This design comes from an exercise in tuning for small area on the open sky130 flow, not from production work. Function was checked by simulation only, so behaviour that the tests miss may differ from the original. No activity file was given, so power comes from the tool's default toggle rates.

===== flow/config.mk =====
export PLATFORM = sky130hd
export DESIGN_NAME = gpioTop
export DESIGN_NICKNAME = gpioTop
export VERILOG_FILES = /design/flow/design.v
export SDC_FILE = /design/flow/constraint.sdc
export NUM_CORES = 4
export LEC_CHECK = 0
export ABC_AREA = 1
export CAP_MARGIN = 20
export CORE_MARGIN = 2
export CORE_UTILIZATION = 40
export SLEW_MARGIN = 20

===== flow/constraint.sdc =====
create_clock -name core_clock -period 10.0 [get_ports {PCLK}]
set_input_delay 2.0000 -clock core_clock [delete_from_list [all_inputs] [get_ports {PCLK}]]
set_output_delay 2.0000 -clock core_clock [all_outputs]
set_load 0.01 [all_outputs]

===== flow/run.sh =====
#!/bin/bash
# synth_recipe.tcl (not shown) runs the flow's synth.tcl, then flattens the netlist and writes it again
# the make line also repeats each setting of config.mk as NAME=value (left out here)
make -C /OpenROAD-flow-scripts/flow DESIGN_CONFIG=/design/flow/config.mk WORK_HOME=/design/flow/orfs CLKGATE_MAP_FILE= SYNTH_SCRIPT=/design/flow/synth_recipe.tcl finish

===== flow/design.v =====
`default_nettype none
package gpioPkg;
  typedef enum logic [2:0]
  {
    intHigh = 3'd0,
    intLow = 3'd1,
    intRise = 3'd2,
    intFall = 3'd3,
    intBoth = 3'd4
  } intType_e;
  typedef struct packed
  {
    intType_e intType;
    logic spare;
    logic intEn;
    logic bufEn;
    logic inEn;
    logic outEn;
  } pinCfg_t;
  typedef logic [32-1:0] pinVec_t;
  typedef logic [32-1:0] apbData_t;
  typedef logic [8-1:0] apbAddr_t;
  typedef struct packed
  {
    logic sel;
    logic enable;
    logic write;
    apbAddr_t addr;
    apbData_t wdata;
  } apbReq_t;
  typedef enum logic [2:0]
  {
    selCfg,
    selIrq,
    selIn,
    selOut,
    selNone
  } regSel_e;
  typedef struct packed
  {
    logic cfgWr;
    logic [4:0] cfgIdx;
    logic irqClr;
    logic outWr;
    apbData_t wdata;
  } wrStrobe_t;
endpackage
`default_nettype wire
`timescale 1ns/10ps
`default_nettype none
module gpioApbControl
(
  input  logic               PCLK,
  input  logic               arstN,
  input  gpioPkg::apbReq_t   apb,
  output gpioPkg::wrStrobe_t wr,
  output gpioPkg::regSel_e   rdSel,
  output logic [4:0]         rdIdx
);
  typedef enum logic
  {
    phIdle,
    phSetup
  } apbPhase_e;
  apbPhase_e phase;
  logic      wrEn;
  logic      inCfg;
  always_ff @(posedge PCLK or negedge arstN)
  begin
    if (!arstN)
      phase <= phIdle;
    else if (apb.sel && !apb.enable)
      phase <= phSetup;
    else
      phase <= phIdle;
  end
  assign wrEn = apb.sel && apb.enable && apb.write && (phase == phSetup);
  assign inCfg = (apb.addr < 8'h80);
  always_comb
  begin
    wr.cfgWr = wrEn && inCfg;
    wr.cfgIdx = apb.addr[6:2];
    wr.irqClr = wrEn && (apb.addr == 8'h80);
    wr.outWr = wrEn && (apb.addr == 8'hA0);
    wr.wdata = apb.wdata;
  end
  always_comb
  begin
    if (inCfg)
      rdSel = gpioPkg::selCfg;
    else if (apb.addr == 8'h80)
      rdSel = gpioPkg::selIrq;
    else if (apb.addr == 8'h90)
      rdSel = gpioPkg::selIn;
    else if (apb.addr == 8'hA0)
      rdSel = gpioPkg::selOut;
    else
      rdSel = gpioPkg::selNone;
  end
  assign rdIdx = apb.addr[6:2];
endmodule
`default_nettype wire
`timescale 1ns/10ps
`default_nettype none
module gpioRegFile
(
  input  logic               PCLK,
  input  logic               arstN,
  input  gpioPkg::wrStrobe_t wr,
  output logic [8*32-1:0]   cfg,
  output gpioPkg::pinVec_t   outReg,
  output gpioPkg::pinVec_t   gpioOut,
  output gpioPkg::pinVec_t   gpioOe
);
  for (genvar i = 0; i < 32; i++)
  begin : genCfg
    always_ff @(posedge PCLK or negedge arstN)
    begin
      if (!arstN)
        cfg[8*i +: 8] <= '0;
      else if (wr.cfgWr && (wr.cfgIdx == 5'(i)))
        cfg[8*i +: 8] <= wr.wdata[7:0];
    end
  end
  always_ff @(posedge PCLK or negedge arstN)
  begin
    if (!arstN)
      outReg <= '0;
    else if (wr.outWr)
      outReg <= wr.wdata[32-1:0];
  end
  for (genvar i = 0; i < 32; i++)
  begin : genPin
    gpioPkg::pinCfg_t c;
    assign c = cfg[8*i +: 8];
    assign gpioOut[i] = outReg[i] & c.outEn;
    assign gpioOe[i] = c.outEn & c.bufEn;
  end
endmodule
`default_nettype wire
`timescale 1ns/10ps
`default_nettype none
module gpioInputSync
(
  input  logic             PCLK,
  input  logic             arstN,
  input  gpioPkg::pinVec_t gpioIn,
  output gpioPkg::pinVec_t syncIn,
  output gpioPkg::pinVec_t prevIn
);
  gpioPkg::pinVec_t metaIn;
  always_ff @(posedge PCLK or negedge arstN)
  begin
    if (!arstN)
    begin
      metaIn <= '0;
      syncIn <= '0;
      prevIn <= '0;
    end
    else
    begin
      metaIn <= gpioIn;
      syncIn <= metaIn;
      prevIn <= syncIn;
    end
  end
endmodule
`default_nettype wire
`timescale 1ns/10ps
`default_nettype none
module gpioIrqDetect
(
  input  logic               PCLK,
  input  logic               arstN,
  input  logic [8*32-1:0]   cfg,
  input  gpioPkg::pinVec_t   syncIn,
  input  gpioPkg::pinVec_t   prevIn,
  input  gpioPkg::wrStrobe_t wr,
  output gpioPkg::pinVec_t   intVec,
  output logic               intOr
);
  for (genvar i = 0; i < 32; i++)
  begin : genPin
    logic [2:0] edgeEvt;
    logic [2:0] edgeHit;
    logic [2:0] edgeFlag;
    logic       edgeClr;
    logic       pinSrc;
    gpioPkg::pinCfg_t c;
    assign c = cfg[8*i +: 8];
    assign edgeEvt[0] = syncIn[i] & ~prevIn[i];
    assign edgeEvt[1] = ~syncIn[i] & prevIn[i];
    assign edgeEvt[2] = syncIn[i] ^ prevIn[i];
    assign edgeHit[0] = c.intEn && (c.intType == gpioPkg::intRise);
    assign edgeHit[1] = c.intEn && (c.intType == gpioPkg::intFall);
    assign edgeHit[2] = c.intEn && (c.intType == gpioPkg::intBoth);
    assign edgeClr = wr.irqClr && wr.wdata[i];
    always_ff @(posedge PCLK or negedge arstN)
    begin
      if (!arstN)
        edgeFlag <= '0;
      else
      begin
        for (int k = 0; k < 3; k++)
        begin
          if (!edgeHit[k])
            edgeFlag[k] <= 1'b0;
          else if (edgeEvt[k])
            edgeFlag[k] <= 1'b1;
          else if (edgeClr)
            edgeFlag[k] <= 1'b0;
        end
      end
    end
    always_comb
    begin
      case (c.intType)
        gpioPkg::intHigh: pinSrc = syncIn[i];
        gpioPkg::intLow:  pinSrc = ~syncIn[i];
        gpioPkg::intRise: pinSrc = edgeFlag[0];
        gpioPkg::intFall: pinSrc = edgeFlag[1];
        gpioPkg::intBoth: pinSrc = edgeFlag[2];
        default:          pinSrc = 1'b0;
      endcase
    end
    assign intVec[i] = c.intEn & pinSrc;
  end
  assign intOr = |intVec;
endmodule
`default_nettype wire
`timescale 1ns/10ps
`default_nettype none
module gpioReadMux
(
  input  gpioPkg::regSel_e  rdSel,
  input  logic [4:0]        rdIdx,
  input  logic [8*32-1:0]  cfg,
  input  gpioPkg::pinVec_t  intVec,
  input  gpioPkg::pinVec_t  syncIn,
  input  gpioPkg::pinVec_t  outReg,
  output gpioPkg::apbData_t rdata
);
  gpioPkg::pinVec_t inMask;
  for (genvar i = 0; i < 32; i++)
  begin : genMask
    gpioPkg::pinCfg_t c;
    assign c = cfg[8*i +: 8];
    assign inMask[i] = c.inEn;
  end
  always_comb
  begin
    rdata = '0;
    case (rdSel)
      gpioPkg::selCfg:
      begin
        if (rdIdx < 32)
          rdata[7:0] = cfg[8*rdIdx +: 8];
      end
      gpioPkg::selIrq: rdata[32-1:0] = intVec;
      gpioPkg::selIn:  rdata[32-1:0] = syncIn & inMask;
      gpioPkg::selOut: rdata[32-1:0] = outReg;
      default:         rdata = '0;
    endcase
  end
endmodule
`default_nettype wire
`timescale 1ns/10ps
`default_nettype none
module gpioCore
(
  input  logic              PCLK,
  input  logic              arstN,
  input  gpioPkg::apbReq_t  apb,
  input  gpioPkg::pinVec_t  gpioIn,
  output gpioPkg::apbData_t rdata,
  output gpioPkg::pinVec_t  gpioOut,
  output gpioPkg::pinVec_t  gpioOe,
  output gpioPkg::pinVec_t  intVec,
  output logic              intOr
);
  gpioPkg::wrStrobe_t wr;
  gpioPkg::regSel_e   rdSel;
  logic [4:0]         rdIdx;
  logic [8*32-1:0]   cfg;
  gpioPkg::pinVec_t   outReg;
  gpioPkg::pinVec_t   syncIn;
  gpioPkg::pinVec_t   prevIn;
  gpioApbControl ctrl0
  (
    .PCLK  (PCLK),
    .arstN (arstN),
    .apb   (apb),
    .wr    (wr),
    .rdSel (rdSel),
    .rdIdx (rdIdx)
  );
  gpioRegFile regFile0
  (
    .PCLK    (PCLK),
    .arstN   (arstN),
    .wr      (wr),
    .cfg     (cfg),
    .outReg  (outReg),
    .gpioOut (gpioOut),
    .gpioOe  (gpioOe)
  );
  gpioInputSync inSync0
  (
    .PCLK   (PCLK),
    .arstN  (arstN),
    .gpioIn (gpioIn),
    .syncIn (syncIn),
    .prevIn (prevIn)
  );
  gpioIrqDetect irq0
  (
    .PCLK   (PCLK),
    .arstN  (arstN),
    .cfg    (cfg),
    .syncIn (syncIn),
    .prevIn (prevIn),
    .wr     (wr),
    .intVec (intVec),
    .intOr  (intOr)
  );
  gpioReadMux readMux0
  (
    .rdSel  (rdSel),
    .rdIdx  (rdIdx),
    .cfg    (cfg),
    .intVec (intVec),
    .syncIn (syncIn),
    .outReg (outReg),
    .rdata  (rdata)
  );
endmodule
`default_nettype wire
`timescale 1ns/10ps
`default_nettype none
module gpioTop
(
  input  logic                        PCLK,
  input  logic                        arstN,
  input  logic                        psel,
  input  logic                        penable,
  input  logic                        pwrite,
  input  logic [8-1:0] paddr,
  input  logic [32-1:0]  pwdata,
  input  logic [32-1:0]     gpioIn,
  output logic [32-1:0]  prdata,
  output logic [32-1:0]     gpioOut,
  output logic [32-1:0]     gpioOe,
  output logic [32-1:0]     intVec,
  output logic                        intOr
);
  gpioPkg::apbReq_t apb;
  always_comb
  begin
    apb.sel = psel;
    apb.enable = penable;
    apb.write = pwrite;
    apb.addr = paddr;
    apb.wdata = pwdata;
  end
  gpioCore core0
  (
    .PCLK    (PCLK),
    .arstN   (arstN),
    .apb     (apb),
    .gpioIn  (gpioIn),
    .rdata   (prdata),
    .gpioOut (gpioOut),
    .gpioOe  (gpioOe),
    .intVec  (intVec),
    .intOr   (intOr)
  );
endmodule
`default_nettype wire

==> reports/results.txt <==
status: no timing/DRC/antenna violations
largest net degree at the start of global routing: 151
Worst VDD drop: 0.147 mV
placed cell count: 3,792
number of top-level pins: 206
Setup Fix Bufs, Post-CTS: 0
vias in the first global route: 20,706
Hold Buf Count CTS: 0
die area: 0.0610 sq mm
CP Launch Type: input port
CTS Root Cell: clkbuf_16
Period minus WS final: 7580 ps
total negative slack: 0 ps
Area Growth Syn to Fin: 18.8%
initial antenna violation count: 2
Final ANT Viol Nets: 0
GR Overflow Total: 0
kind of critical path: input port to output pin
clock-pin slew on the worst setup and hold paths: 60 ps
gr usage total: 0.269
WP data required: 8000 ps
worst skew pair latency: 620 ps
DP HPWL: 56.4 mm
static leakage: 13.4 nW
clk sinks: 481
Routed wire per std cell: 20.8 um
setup violators final: 0
Async S/R FF share, synth: 1.00
relative slew slack: 0.236
Max Clock Freq: 132 MHz
worst min path class: register to register
die height: 247 um
drt pass-1 iters: 6
part of the Yosys area used for sequential elements: 0.510
Max-cap violations: 0
pwr dens: 157 mW/mm^2
RSZ-0062 raised after global routing: false
n_diodes: 0
register bit count reported by yosys: 481
first-pass GRT wire length: 125 mm
# port buffers: 205
Setup WS pre-CTS: 2570 ps
FP Rows: 89
Netlist cell types: 32
Cells after Synth: 2,934
CTS Buf Count: 54
Starting Density: 0.403
Finished Layout Cells: 3,893
syn nets: 3,075
routed wire length: 81.1 mm
Syn. warnings: 6
Worst Skew: 21.6 ps
final worst slack: 2420 ps
Worst setup EP type: output pin
final cycle utilization of the critical path: 0.758
# resized after CTS: 0
measured slew at the worst slew-check pin: 1130 ps
ys flop type: dfrtp_1
core area: 0.0587 sq mm
DR iter-0 viols: 2,011
Post-synth EDFFs: 0
vias per cell: 5.49
Max Slew Vio Count: 0
# nets final: 3,217
Die W: 247 um
fin util: 0.478
average size of a mapped cell: 8.05 sq um
clock buffer depth: 3
CP arrival: 5580 ps
Syn Std Cell Area: 0.0236 sq mm
share of layout cells above drive strength 1: 0.0494
via count: 21,382
CTS tree: yes
Worst Path Max Fanout: 52
htree depth: 2
Placer Congestion: 0.946
hold violation count in the final report: 0
# DRC: 0
-- sequential cells by signal, summed over array words and instances (netlist names) --
name	cells
core0.regFile0.cfg	256
core0.irq0.genPin.edgeFlag	96
core0.inSync0.metaIn	32
core0.inSync0.prevIn	32
core0.inSync0.syncIn	32
core0.regFile0.outReg	32
core0.ctrl0.phase	1
-- layout make-up --
type / count / area, sq um
Multi-Input combinational cell: 2006 / 9810
Clock buffer: 79 / 1600
Fill cell: 5667 / 30600
Inverter: 309 / 1160
Clock inverter: 21 / 239
Sequential cell: 481 / 12000
Tap cell: 773 / 967
Timing Repair Buffer: 224 / 2240
-- cell usage after synthesis (2+ instances only) --
cell,number,share of area
inv_1,301,0.048
buf_4,8,0.0025
nor3_1,67,0.014
nor2_1,278,0.044
buf_2,34,0.0072
nor2_4,3,0.0014
o21ai_0,297,0.063
ha_1,64,0.034
o22ai_1,16,0.0042
nand3_1,158,0.033
buf_6,7,0.0033
a211oi_1,30,0.0095
mux2_4,24,0.015
nor3b_1,2,0.00064
nand4_1,82,0.022
a22oi_1,14,0.0044
o22a_1,6,0.0022
inv_2,6,0.00095
a21oi_1,99,0.021
dfrtp_1,481,0.51
or2_1,2,0.00053
nand2_1,825,0.13
clkinv_1,2,0.00032
and3_1,2,0.00053
o211a_1,6,0.0025
nor2_2,3,0.00079
clkbuf_1,89,0.014
o211ai_1,24,0.0076
-- logic make-up after synthesis --
| family | synth area share |
|---|---|
| simple gates | 0.250 |
| mux | 0.0153 |
| flops | 0.510 |
| compound gates | 0.115 |
| fa+ha+maj | 0.0339 |
| buf+inv | 0.0763 |
-- metal layers --
metal | routed length, um | vias up | global-route usage
li1 | - | 9816 | -
met1 | 34000 | 10421 | 0.364
met2 | 37600 | 945 | 0.431
met3 | 6020 | 198 | 0.0378
met4 | 3450 | 2 | 0.114
met5 | 13 | - | 0
-- where the power goes --
group	leakage, nW	internal, mW	switching (mW)
registers	6.45	1.98	0.0394
clock network	0.909	1.23	0.835
logic	6.00	0.100	0.219
total	13.4	3.32	1.09
-- metrics by stage --
step | area (sq um) | power [mW] | hold slack, ps
floorplan | 23600 | 2.19 | 331
global placement | 26200 | 2.37 | 333
finish | 28100 | 4.41 | 343
CTS | 28000 | 4.44 | 344
global route | 28100 | 4.56 | 354
detailed placement | 26200 | 2.37 | 335
-- layout by cell type, fill, tap and decap left out, drive strengths merged, types with 14 or more instances in the layout --
cell type        n
nand3          158
clkdlybuf4s50  204
o22ai           16
nand4           82
o211ai          24
a21oi           99
inv            307
dfrtp          481
a211oi          30
ha              64
nor3            67
a22oi           14
clkinv          16
nand2          826
o21ai          297
mux2            24
nor2           284
buf             20
clkbuf          79
-- worst max-delay path, cell delays in order --
cell,delay (ps)
clkdlybuf4s50_1,620
nand2_2,150
buf_4,590
inv_2,440
a22oi_1,340
nand2_1,150
a21oi_1,260
nand2_1,80
nand2_1,80
nand2_1,90
nand2_1,150
clkdlybuf4s50_1,560
-- final timing paths --
path                                                endpoint                     from  slack [ps]  depth (start not counted)
setup reg to reg           core0.irq0.genPin[30].edgeFlag[2]        core0.ctrl0.phase        7410                          7
hold reg to reg                      core0.inSync0.syncIn[4]  core0.inSync0.metaIn[4]         340                          0
max in group asynchronous            core0.inSync0.prevIn[7]                    arstN        7140                          2
hold / removal                       core0.inSync0.syncIn[4]  core0.inSync0.metaIn[4]         340                          0
setup / recovery                                   prdata[5]                 paddr[2]        2420                         12
min in group asynchronous            core0.inSync0.metaIn[9]                    arstN        1420                          1

[what the ideal ports hide]
Ports are ideal in the flow. The routed layout listed here was re-timed in OpenROAD.
Step 1, drivers: a clkbuf_16 drives PCLK and a buf_2 each remaining input, both assumed.
Step 2, shift: input delay + t, output delay - t, t = (earliest + latest rising clock arrival at the registers) / 2. This alone moves slack from input paths to output paths.
Three values: ideal ports, drivers, drivers and shift; two values: the first two.
shift t [ns]: 0.676
setup WS [ns]: 2.416 / 2.370 / 2.370
clock arrival spread, ns: 0.024 / 0.024
worst register clock-pin slew, ns: 0.06 / 0.06
After both steps setup and hold are still met in this run. The setup slack of this run moves by -0.046 ns with the drivers and by -0.046 ns with both steps.
